What follows belongs to an exercise in optimizing a design on an open flow for small area; a production flow would make more cautious choices.
In this exercise RTL edits were held to simulation tests only and were not proved equivalent to the original.
No activity file was given, so power comes from the tool's default toggle rates.

==> 06-10 <==
==> flow/design.v <==
package gcm_pkg;
  localparam int BLOCK_W = 128;
endpackage
module gctr_stream #(
  parameter int S         = 32,
  parameter int LEN_WIDTH = 32,
  parameter int DEPTH     = 4
) (
  input  logic                 clk,
  input  logic                 rst,
  input  logic                 start,
  input  logic [127:0]         icb_in,
  input  logic [LEN_WIDTH-1:0] msg_len_bits,
  input  logic                 din_valid,
  output logic                 din_ready,
  input  logic [127:0]         din,
  output logic                 aes_req_valid,
  input  logic                 aes_req_ready,
  output logic [127:0]         aes_req_block,
  input  logic                 aes_rsp_valid,
  input  logic [127:0]         aes_rsp_block,
  output logic                 dout_valid,
  input  logic                 dout_ready,
  output logic [127:0]         dout,
  output logic                 dout_last,
  output logic [7:0]           dout_nbits,
  output logic                 busy,
  output logic                 done,
  output logic                 err
);
  localparam int BW = LEN_WIDTH - 7;    
  localparam logic [1:0] ST_IDLE  = 2'd0;
  localparam logic [1:0] ST_RUN   = 2'd1;
  localparam logic [1:0] ST_DRAIN = 2'd2;
  localparam logic [1:0] ST_FIN   = 2'd3;
  logic [1:0]    state_q;
  logic [127:0]  cb_q;
  logic [BW-1:0] left_q;       
  logic [6:0]    rem_q;
  logic          err_q;
  logic [2:0]    wp_q, sp_q, rp_q;
  logic [127:0]  mem_q [4];
  logic idle, run, drain;
  logic accept, rsp_ok, stray, opop;
  logic last_acc;
  logic full;
  logic [3:0] wsel, usel;
  assign idle  = (state_q == ST_IDLE);
  assign run   = (state_q == ST_RUN);
  assign drain = (state_q == ST_DRAIN);
  assign full          = (wp_q[1:0] == rp_q[1:0]) && (wp_q[2] != rp_q[2]);
  assign din_ready     = run && aes_req_ready && !full;
  assign aes_req_valid = din_ready && din_valid;
  assign aes_req_block = cb_q;
  assign accept        = aes_req_valid;
  assign rsp_ok = aes_rsp_valid && (sp_q != wp_q);
  assign stray  = aes_rsp_valid && (sp_q == wp_q);
  assign dout_valid = (rp_q != sp_q);
  assign opop       = dout_valid && dout_ready;
  assign dout_last  = drain && (rp_q[1:0] + 2'd1 == wp_q[1:0]);
  assign dout_nbits = (dout_last && rem_q != 7'd0) ? {1'b0, rem_q} : 8'd128;
  logic        cut;
  logic [15:0] gt_h, eq_h;
  logic [7:0]  ge_l;
  assign cut = dout_last && rem_q != 7'd0;
  logic [3:0]  rsel;
  always_comb begin
    for (int h = 0; h < 16; h++) begin
      gt_h[h] = cut && (4'(h) > rem_q[6:3]);
      eq_h[h] = cut && (4'(h) == rem_q[6:3]);
    end
    for (int l = 0; l < 8; l++) ge_l[l] = (3'(l) >= rem_q[2:0]);
    for (int s = 0; s < 4; s++) rsel[s] = (rp_q[1:0] == 2'(s));
  end
  for (genvar i = 0; i < 128; i++) begin : g_out
    gctr_out_bit u_out (
      .q_i   ({mem_q[3][127-i], mem_q[2][127-i], mem_q[1][127-i], mem_q[0][127-i]}),
      .seln_i(~rsel),
      .gt_i  (gt_h[i/8]),
      .eq_i  (eq_h[i/8]),
      .ge_i  (ge_l[i%8]),
      .d_o   (dout[127-i])
    );
  end
  assign busy = !idle;
  assign done = (state_q == ST_FIN);
  assign err  = err_q;
  assign last_acc = (left_q[BW-1:1] == '0) && (left_q[0] == (rem_q == 7'd0));
  always_comb begin
    for (int s = 0; s < 4; s++) begin
      wsel[s] = accept && (wp_q[1:0] == 2'(s));
      usel[s] = rsp_ok && (sp_q[1:0] == 2'(s));
    end
  end
  logic [127:0] mem_d [4];
  for (genvar s = 0; s < 4; s++) begin : g_slot
    for (genvar b = 0; b < 128; b++) begin : g_bit
      gctr_slot_bit u_bit (
        .q_i (mem_q[s][b]),
        .d_i (din[b]),
        .k_i (aes_rsp_block[b]),
        .w_i (wsel[s]),
        .wn_i(!wsel[s]),
        .u_i (usel[s]),
        .q_o (mem_d[s][b])
      );
    end
  end
  always_ff @(posedge clk) begin
    for (int s = 0; s < 4; s++) mem_q[s] <= mem_d[s];
  end
  always_ff @(posedge clk) begin
    if (idle) begin
      cb_q   <= icb_in;
      left_q <= msg_len_bits[LEN_WIDTH-1:7];
      rem_q  <= msg_len_bits[6:0];
    end else begin
      cb_q[31:0] <= cb_q[31:0] + {31'd0, accept};
      left_q     <= left_q - {{(BW-1){1'b0}}, accept};
    end
  end
  always_ff @(posedge clk or posedge rst) begin
    if (rst) begin
      state_q <= ST_IDLE;
      err_q   <= 1'b0;
      wp_q    <= '0;
      sp_q    <= '0;
      rp_q    <= '0;
    end else begin
      if (accept) wp_q <= wp_q + 3'd1;
      if (rsp_ok) sp_q <= sp_q + 3'd1;
      if (opop)   rp_q <= rp_q + 3'd1;
      if (stray)               err_q <= 1'b1;
      else if (idle && start)  err_q <= 1'b0;
      case (state_q)
        ST_IDLE:  if (start) state_q <= (msg_len_bits == '0) ? ST_FIN : ST_RUN;
        ST_RUN:   if (accept && last_acc) state_q <= ST_DRAIN;
        ST_DRAIN: if (opop && dout_last) state_q <= ST_FIN;
        default:  state_q <= ST_IDLE;
      endcase
    end
  end
endmodule
module gctr_slot_bit (
  input  logic q_i,
  input  logic d_i,
  input  logic k_i,
  input  logic w_i,
  input  logic wn_i,
  input  logic u_i,
  output logic q_o
);
  assign q_o = !((w_i & d_i) | (wn_i & !(q_i ^ (k_i & u_i))));
endmodule
module gctr_out_bit (
  input  logic [3:0] q_i,
  input  logic [3:0] seln_i,
  input  logic       gt_i,
  input  logic       eq_i,
  input  logic       ge_i,
  output logic       d_o
);
  assign d_o = !(&(q_i | seln_i)) & !(gt_i || (eq_i && ge_i));
endmodule
==> flow/flow/run.sh <==
#!/bin/bash
# Own layout flow: the standard layout (standard.sh) with these changes,
# which only affect how the layout is made:
#  - ABC maps the combinational logic with an area-oriented script
#    (area.abc) instead of the speed script;
#  - every port still gets a buffer, but the smallest one (buf_1).
# Each tool's full output is in orfs/logs/; make's output is in flow_make.log.
set -euo pipefail
W=$(pwd)
F=$W/flow
{
  cat <<EOT
proc abc {args} {
  set i [lsearch -exact \$args -script]
  if {\$i >= 0} { set args [lreplace \$args [expr {\$i + 1}] [expr {\$i + 1}] $F/area.abc] }
  yosys abc {*}\$args
}
EOT
  sed '/^source .*synth\.tcl$/a read_verilog -overwrite '"$F"'/cells.v' "$W/synth_recipe.tcl"
} > "$W/flow_synth.tcl"
grep -q "read_verilog -overwrite $F/cells.v" "$W/flow_synth.tcl"
bash "$W/standard.sh" "SYNTH_SCRIPT=$W/flow_synth.tcl" \
  "BUFFER_PORTS_ARGS=-buffer_cell sky130_fd_sc_hd__buf_1" finish \
  > "$W/flow_make.log" 2>&1
==> flow/flow/area.abc <==
strash
dc2
dc2
&get -n
&st
&dch -f
&nf -a -R 2000 -F 10 -A 10
&put
topo
stime -c
==> flow/flow/cells.v <==
// Hand-mapped versions of the two per-bit modules of gctr_stream.
// Each computes exactly the function of the RTL module of the same name.

// q_o = w ? !d : q ^ (k & u), with wn = !w.
module gctr_slot_bit (
  input  q_i,
  input  d_i,
  input  k_i,
  input  w_i,
  input  wn_i,
  input  u_i,
  output q_o
);
  wire t, x;
  sky130_fd_sc_hd__nand2_1  g_t (.A(k_i), .B(u_i), .Y(t));
  sky130_fd_sc_hd__xor2_1   g_x (.A(q_i), .B(t), .X(x));
  sky130_fd_sc_hd__a22oi_1  g_q (.A1(w_i), .A2(d_i), .B1(wn_i), .B2(x), .Y(q_o));
endmodule

// d_o = |(~q & ~seln) & !(gt | (eq & ge)).
module gctr_out_bit (
  input  [3:0] q_i,
  input  [3:0] seln_i,
  input        gt_i,
  input        eq_i,
  input        ge_i,
  output       d_o
);
  wire t1, t2, n;
  sky130_fd_sc_hd__o22ai_1  g_t1 (.A1(seln_i[0]), .A2(q_i[0]), .B1(seln_i[1]), .B2(q_i[1]), .Y(t1));
  sky130_fd_sc_hd__o22ai_1  g_t2 (.A1(seln_i[2]), .A2(q_i[2]), .B1(seln_i[3]), .B2(q_i[3]), .Y(t2));
  sky130_fd_sc_hd__nor2_1   g_n  (.A(t1), .B(t2), .Y(n));
  sky130_fd_sc_hd__a211oi_1 g_d  (.A1(eq_i), .A2(ge_i), .B1(gt_i), .C1(n), .Y(d_o));
endmodule
==> flow/standard.sh <==
#!/bin/bash
# synth_recipe.tcl (not shown) runs the flow's synth.tcl, then flattens the netlist and writes it again
# the make line also repeats each setting of config.mk as NAME=value (left out here)
make -C /OpenROAD-flow-scripts/flow DESIGN_CONFIG=/design/flow/config.mk WORK_HOME=/design/flow/orfs CLKGATE_MAP_FILE= SYNTH_SCRIPT=/design/flow/synth_recipe.tcl "${@:-finish}"
==> flow/config.mk <==
export PLATFORM = sky130hd
export DESIGN_NAME = gctr_stream
export DESIGN_NICKNAME = gctr_stream
export VERILOG_FILES = /design/flow/design.v
export SDC_FILE = /design/flow/constraint.sdc
export NUM_CORES = 4
export LEC_CHECK = 0
export CAP_MARGIN = 20
export CORE_MARGIN = 2
export CORE_UTILIZATION = 40
export CTS_BUF_LIST = sky130_fd_sc_hd__clkbuf_8
export CTS_CLUSTER_DIAMETER = 50
export CTS_CLUSTER_SIZE = 20
export SLEW_MARGIN = 20
export SYNTH_HIERARCHICAL = 1
==> flow/constraint.sdc <==
create_clock -name core_clock -period 6.0 [get_ports {clk}]
set_input_delay 1.2000 -clock core_clock [delete_from_list [all_inputs] [get_ports {clk}]]
set_output_delay 1.2000 -clock core_clock [all_outputs]
set_load 0.01 [all_outputs]
==> 08-14 (differences from 06-10) <==
--- a/flow/design.v
+++ b/flow/design.v
@@ -59,28 +59,10 @@
   assign opop       = dout_valid && dout_ready;
   assign dout_last  = drain && (rp_q[1:0] + 2'd1 == wp_q[1:0]);
   assign dout_nbits = (dout_last && rem_q != 7'd0) ? {1'b0, rem_q} : 8'd128;
-  logic        cut;
-  logic [15:0] gt_h, eq_h;
-  logic [7:0]  ge_l;
-  assign cut = dout_last && rem_q != 7'd0;
-  logic [3:0]  rsel;
   always_comb begin
-    for (int h = 0; h < 16; h++) begin
-      gt_h[h] = cut && (4'(h) > rem_q[6:3]);
-      eq_h[h] = cut && (4'(h) == rem_q[6:3]);
-    end
-    for (int l = 0; l < 8; l++) ge_l[l] = (3'(l) >= rem_q[2:0]);
-    for (int s = 0; s < 4; s++) rsel[s] = (rp_q[1:0] == 2'(s));
-  end
-  for (genvar i = 0; i < 128; i++) begin : g_out
-    gctr_out_bit u_out (
-      .q_i   ({mem_q[3][127-i], mem_q[2][127-i], mem_q[1][127-i], mem_q[0][127-i]}),
-      .seln_i(~rsel),
-      .gt_i  (gt_h[i/8]),
-      .eq_i  (eq_h[i/8]),
-      .ge_i  (ge_l[i%8]),
-      .d_o   (dout[127-i])
-    );
+    for (int i = 0; i < 128; i++)
+      dout[127-i] = mem_q[rp_q[1:0]][127-i] &
+                    !(dout_last && rem_q != 7'd0 && 7'(i) >= rem_q);
   end
   assign busy = !idle;
   assign done = (state_q == ST_FIN);
@@ -92,22 +74,9 @@
       usel[s] = rsp_ok && (sp_q[1:0] == 2'(s));
     end
   end
-  logic [127:0] mem_d [4];
-  for (genvar s = 0; s < 4; s++) begin : g_slot
-    for (genvar b = 0; b < 128; b++) begin : g_bit
-      gctr_slot_bit u_bit (
-        .q_i (mem_q[s][b]),
-        .d_i (din[b]),
-        .k_i (aes_rsp_block[b]),
-        .w_i (wsel[s]),
-        .wn_i(!wsel[s]),
-        .u_i (usel[s]),
-        .q_o (mem_d[s][b])
-      );
-    end
-  end
   always_ff @(posedge clk) begin
-    for (int s = 0; s < 4; s++) mem_q[s] <= mem_d[s];
+    for (int s = 0; s < 4; s++)
+      mem_q[s] <= wsel[s] ? din : (mem_q[s] ^ (aes_rsp_block & {128{usel[s]}}));
   end
   always_ff @(posedge clk) begin
     if (idle) begin
@@ -141,24 +110,3 @@
     end
   end
 endmodule
-module gctr_slot_bit (
-  input  logic q_i,
-  input  logic d_i,
-  input  logic k_i,
-  input  logic w_i,
-  input  logic wn_i,
-  input  logic u_i,
-  output logic q_o
-);
-  assign q_o = !((w_i & d_i) | (wn_i & !(q_i ^ (k_i & u_i))));
-endmodule
-module gctr_out_bit (
-  input  logic [3:0] q_i,
-  input  logic [3:0] seln_i,
-  input  logic       gt_i,
-  input  logic       eq_i,
-  input  logic       ge_i,
-  output logic       d_o
-);
-  assign d_o = !(&(q_i | seln_i)) & !(gt_i || (eq_i && ge_i));
-endmodule
==> flow/run.sh (new file) <==
#!/bin/bash
# synth_recipe.tcl (not shown) runs the flow's synth.tcl, then flattens the netlist and writes it again
# the make line also repeats each setting of config.mk as NAME=value (left out here)
make -C /OpenROAD-flow-scripts/flow DESIGN_CONFIG=/design/flow/config.mk WORK_HOME=/design/flow/orfs CLKGATE_MAP_FILE= SYNTH_SCRIPT=/design/flow/synth_recipe.tcl finish
--- a/flow/config.mk
+++ b/flow/config.mk
@@ -8,8 +8,4 @@
 export CAP_MARGIN = 20
 export CORE_MARGIN = 2
 export CORE_UTILIZATION = 40
-export CTS_BUF_LIST = sky130_fd_sc_hd__clkbuf_8
-export CTS_CLUSTER_DIAMETER = 50
-export CTS_CLUSTER_SIZE = 20
 export SLEW_MARGIN = 20
-export SYNTH_HIERARCHICAL = 1
removed: flow/flow/run.sh
removed: flow/flow/area.abc
removed: flow/flow/cells.v
removed: flow/standard.sh
==> 08-13 (differences from 06-10) <==
--- a/flow/design.v
+++ b/flow/design.v
@@ -73,14 +73,39 @@
     for (int s = 0; s < 4; s++) rsel[s] = (rp_q[1:0] == 2'(s));
   end
   for (genvar i = 0; i < 128; i++) begin : g_out
-    gctr_out_bit u_out (
-      .q_i   ({mem_q[3][127-i], mem_q[2][127-i], mem_q[1][127-i], mem_q[0][127-i]}),
-      .seln_i(~rsel),
-      .gt_i  (gt_h[i/8]),
-      .eq_i  (eq_h[i/8]),
-      .ge_i  (ge_l[i%8]),
-      .d_o   (dout[127-i])
-    );
+    if (i / 8 != 0 && i % 8 != 7) begin : g_full
+      gctr_out_bit u_out (
+        .q_i   ({mem_q[3][127-i], mem_q[2][127-i], mem_q[1][127-i], mem_q[0][127-i]}),
+        .seln_i(~rsel),
+        .gt_i  (gt_h[i/8]),
+        .eq_i  (eq_h[i/8]),
+        .ge_i  (ge_l[i%8]),
+        .d_o   (dout[127-i])
+      );
+    end else if (i / 8 != 0) begin : g_ge
+      gctr_out_bit_ge u_out (
+        .q_i   ({mem_q[3][127-i], mem_q[2][127-i], mem_q[1][127-i], mem_q[0][127-i]}),
+        .seln_i(~rsel),
+        .gt_i  (gt_h[i/8]),
+        .eq_i  (eq_h[i/8]),
+        .d_o   (dout[127-i])
+      );
+    end else if (i % 8 != 7) begin : g_gt
+      gctr_out_bit_gt u_out (
+        .q_i   ({mem_q[3][127-i], mem_q[2][127-i], mem_q[1][127-i], mem_q[0][127-i]}),
+        .seln_i(~rsel),
+        .eq_i  (eq_h[i/8]),
+        .ge_i  (ge_l[i%8]),
+        .d_o   (dout[127-i])
+      );
+    end else begin : g_eq
+      gctr_out_bit_eq u_out (
+        .q_i   ({mem_q[3][127-i], mem_q[2][127-i], mem_q[1][127-i], mem_q[0][127-i]}),
+        .seln_i(~rsel),
+        .eq_i  (eq_h[i/8]),
+        .d_o   (dout[127-i])
+      );
+    end
   end
   assign busy = !idle;
   assign done = (state_q == ST_FIN);
@@ -162,3 +187,29 @@
 );
   assign d_o = !(&(q_i | seln_i)) & !(gt_i || (eq_i && ge_i));
 endmodule
+module gctr_out_bit_ge (
+  input  logic [3:0] q_i,
+  input  logic [3:0] seln_i,
+  input  logic       gt_i,
+  input  logic       eq_i,
+  output logic       d_o
+);
+  assign d_o = !(&(q_i | seln_i)) & !(gt_i || eq_i);
+endmodule
+module gctr_out_bit_gt (
+  input  logic [3:0] q_i,
+  input  logic [3:0] seln_i,
+  input  logic       eq_i,
+  input  logic       ge_i,
+  output logic       d_o
+);
+  assign d_o = !(&(q_i | seln_i)) & !(eq_i && ge_i);
+endmodule
+module gctr_out_bit_eq (
+  input  logic [3:0] q_i,
+  input  logic [3:0] seln_i,
+  input  logic       eq_i,
+  output logic       d_o
+);
+  assign d_o = !(&(q_i | seln_i)) & !eq_i;
+endmodule
--- a/flow/flow/run.sh
+++ b/flow/flow/run.sh
@@ -3,7 +3,9 @@
 # which only affect how the layout is made:
 #  - ABC maps the combinational logic with an area-oriented script
 #    (area.abc) instead of the speed script;
-#  - every port still gets a buffer, but the smallest one (buf_1).
+#  - every port still gets a buffer, but the smallest one (buf_1);
+#  - clock-tree synthesis uses clkbuf_8 only, 16-sink clusters, and
+#    no dummy loads.
 # Each tool's full output is in orfs/logs/; make's output is in flow_make.log.
 set -euo pipefail
 W=$(pwd)
@@ -20,5 +22,7 @@
 } > "$W/flow_synth.tcl"
 grep -q "read_verilog -overwrite $F/cells.v" "$W/flow_synth.tcl"
 bash "$W/standard.sh" "SYNTH_SCRIPT=$W/flow_synth.tcl" \
-  "BUFFER_PORTS_ARGS=-buffer_cell sky130_fd_sc_hd__buf_1" finish \
+  "BUFFER_PORTS_ARGS=-buffer_cell sky130_fd_sc_hd__buf_1" \
+  "CTS_ARGS=-sink_clustering_enable -repair_clock_nets -dont_use_dummy_load -sink_clustering_size 16 -sink_clustering_max_diameter 60 -buf_list sky130_fd_sc_hd__clkbuf_8" \
+  finish \
   > "$W/flow_make.log" 2>&1
--- a/flow/flow/cells.v
+++ b/flow/flow/cells.v
@@ -32,3 +32,47 @@
   sky130_fd_sc_hd__nor2_1   g_n  (.A(t1), .B(t2), .Y(n));
   sky130_fd_sc_hd__a211oi_1 g_d  (.A1(eq_i), .A2(ge_i), .B1(gt_i), .C1(n), .Y(d_o));
 endmodule
+
+// gctr_out_bit with ge_i = 1: d_o = |(~q & ~seln) & !(gt | eq).
+module gctr_out_bit_ge (
+  input  [3:0] q_i,
+  input  [3:0] seln_i,
+  input        gt_i,
+  input        eq_i,
+  output       d_o
+);
+  wire t1, t2, n;
+  sky130_fd_sc_hd__o22ai_1  g_t1 (.A1(seln_i[0]), .A2(q_i[0]), .B1(seln_i[1]), .B2(q_i[1]), .Y(t1));
+  sky130_fd_sc_hd__o22ai_1  g_t2 (.A1(seln_i[2]), .A2(q_i[2]), .B1(seln_i[3]), .B2(q_i[3]), .Y(t2));
+  sky130_fd_sc_hd__nor2_1   g_n  (.A(t1), .B(t2), .Y(n));
+  sky130_fd_sc_hd__nor3_1   g_d  (.A(gt_i), .B(eq_i), .C(n), .Y(d_o));
+endmodule
+
+// gctr_out_bit with gt_i = 0: d_o = |(~q & ~seln) & !(eq & ge).
+module gctr_out_bit_gt (
+  input  [3:0] q_i,
+  input  [3:0] seln_i,
+  input        eq_i,
+  input        ge_i,
+  output       d_o
+);
+  wire t1, t2, n;
+  sky130_fd_sc_hd__o22ai_1  g_t1 (.A1(seln_i[0]), .A2(q_i[0]), .B1(seln_i[1]), .B2(q_i[1]), .Y(t1));
+  sky130_fd_sc_hd__o22ai_1  g_t2 (.A1(seln_i[2]), .A2(q_i[2]), .B1(seln_i[3]), .B2(q_i[3]), .Y(t2));
+  sky130_fd_sc_hd__nor2_1   g_n  (.A(t1), .B(t2), .Y(n));
+  sky130_fd_sc_hd__a21oi_1  g_d  (.A1(eq_i), .A2(ge_i), .B1(n), .Y(d_o));
+endmodule
+
+// gctr_out_bit with gt_i = 0 and ge_i = 1: d_o = |(~q & ~seln) & !eq.
+module gctr_out_bit_eq (
+  input  [3:0] q_i,
+  input  [3:0] seln_i,
+  input        eq_i,
+  output       d_o
+);
+  wire t1, t2, n;
+  sky130_fd_sc_hd__o22ai_1  g_t1 (.A1(seln_i[0]), .A2(q_i[0]), .B1(seln_i[1]), .B2(q_i[1]), .Y(t1));
+  sky130_fd_sc_hd__o22ai_1  g_t2 (.A1(seln_i[2]), .A2(q_i[2]), .B1(seln_i[3]), .B2(q_i[3]), .Y(t2));
+  sky130_fd_sc_hd__nor2_1   g_n  (.A(t1), .B(t2), .Y(n));
+  sky130_fd_sc_hd__nor2_1   g_d  (.A(eq_i), .B(n), .Y(d_o));
+endmodule
==> flow/config.mk (replaced) <==
export PLATFORM = sky130hd
export DESIGN_NAME = gctr_stream
export DESIGN_NICKNAME = gctr_stream
export VERILOG_FILES = /design/flow/design.v
export SDC_FILE = /design/flow/constraint.sdc
export NUM_CORES = 4
export LEC_CHECK = 0
export CAP_MARGIN = 10
export CORE_MARGIN = 2
export CORE_UTILIZATION = 40
export SLEW_MARGIN = 10
export SYNTH_HIERARCHICAL = 1
==> comparison <==
Of 08-13 and 08-14, 08-14 has the higher worst hold slack (gap 0.12 ns). Of 08-13 and 08-14, 08-14 has the higher design area (gap 18%, measured against 08-14). Between 06-10 and 08-13, the lower power is in 08-13 (gap about 7.5%, measured against 08-13). The highest clock-buffer cell count belongs to 08-14, the lowest to 08-13. Clock power: 08-13 is lower than 08-14 (about 50%). The lowest synthesized cell count belongs to 08-13, the highest to 08-14. In combinational power, 06-10 and 08-13 hardly differ. In 08-14 the sequential power is smaller than in 06-10, by about 0.8%. Sequential cell count is the same in 08-14 and 06-10. The highest sequential share of layout area belongs to 08-13, the lowest to 08-14.
==> figures <==
Run status: 08-13 timing/DRC/antenna clean; 06-10 timing/DRC/antenna clean; 08-14 timing/DRC/antenna clean
Routed met3 length: 08-13 11500 um; 06-10 14200 um; 08-14 11800 um
Total power draw: 08-13 0.0220 W; 06-10 0.0237 W; 08-14 0.0271 W
Die footprint: 08-13 78300 sq um; 06-10 78600 sq um; 08-14 85400 sq um
Core utilization of the finished layout: 08-13 47.3%; 06-10 49.1%; 08-14 53.1%
GRT busiest layer: 08-13 met2; 06-10 met1; 08-14 met2
Slew headroom: 08-13 15.7%; 06-10 22.1%; 08-14 28.8%
Switching portion of total power: 08-13 44.6%; 06-10 43.9%; 08-14 40.8%
Setup slack, reg-to-reg: 08-13 1.45 ns; 06-10 1.51 ns; 08-14 2.32 ns
Flop+latch power: 08-13 0.00889 W; 06-10 0.00889 W; 08-14 0.00882 W
Final routed wirelength across all metal layers: 08-13 124000 um; 06-10 130000 um; 08-14 128000 um
Cell depth of the worst flop-to-flop path: 08-13 21; 06-10 20; 08-14 11
Maximum achievable frequency: 08-13 0.180 GHz; 06-10 0.179 GHz; 08-14 0.186 GHz
Layout Nets: 08-13 4393; 06-10 4446; 08-14 5046
Number of tap cells inserted: 08-13 978; 06-10 978; 08-14 1070
Final-layout clock buffer total: 08-13 58; 06-10 94; 08-14 128
Sequential cell area share: 08-13 41.4%; 06-10 39.8%; 08-14 33.9%
Leakage dissipation: 08-13 13.4 nW; 06-10 14.0 nW; 08-14 16.2 nW
Synth warnings: 08-13 10; 06-10 10; 08-14 2
Global-route track usage on met1: 08-13 41.4%; 06-10 45.0%; 08-14 38.3%
Relative contribution of sequential cells to total power: 08-13 40.3%; 06-10 37.5%; 08-14 32.5%
Startpoint of the worst-slack reg-to-reg timing path: 08-13 state_q[1]$_DFFE_PP0P_; 06-10 rp_q[0]$_DFFE_PP0P_; 08-14 state_q[1]$_DFFE_PP0P_

## re-timing with driven ports
Ports are ideal in the flow. The routed layouts listed here were re-timed in OpenROAD. Step 1 (the two cells are an assumption about what drives the block):
set clk [get_ports {clk}]
set_driving_cell -lib_cell sky130_fd_sc_hd__clkbuf_16 $clk
set_driving_cell -lib_cell sky130_fd_sc_hd__buf_2 [delete_from_list [all_inputs] $clk]
Step 2 adds t to the input delays and takes it off the output delays; t is the mean of the earliest and latest rising clock arrival at the registers after step 1. Input paths then give back, and output paths get back, about the clock's delay inside the block. Slacks: no drivers / after step 1 / after step 2; pairs: no drivers / after step 1.
run	t, ns	setup slack, ns	hold WS [ns]
06-10	0.746	0.416 / 0.353 / 0.942	0.424 / 0.381 / 0.477
08-14	0.683	0.617 / 0.555 / 1.238	0.539 / 0.539 / 0.539
08-13	0.754	0.440 / 0.374 / 0.829	0.422 / 0.415 / 0.486
After both steps every run listed still meets setup and hold.
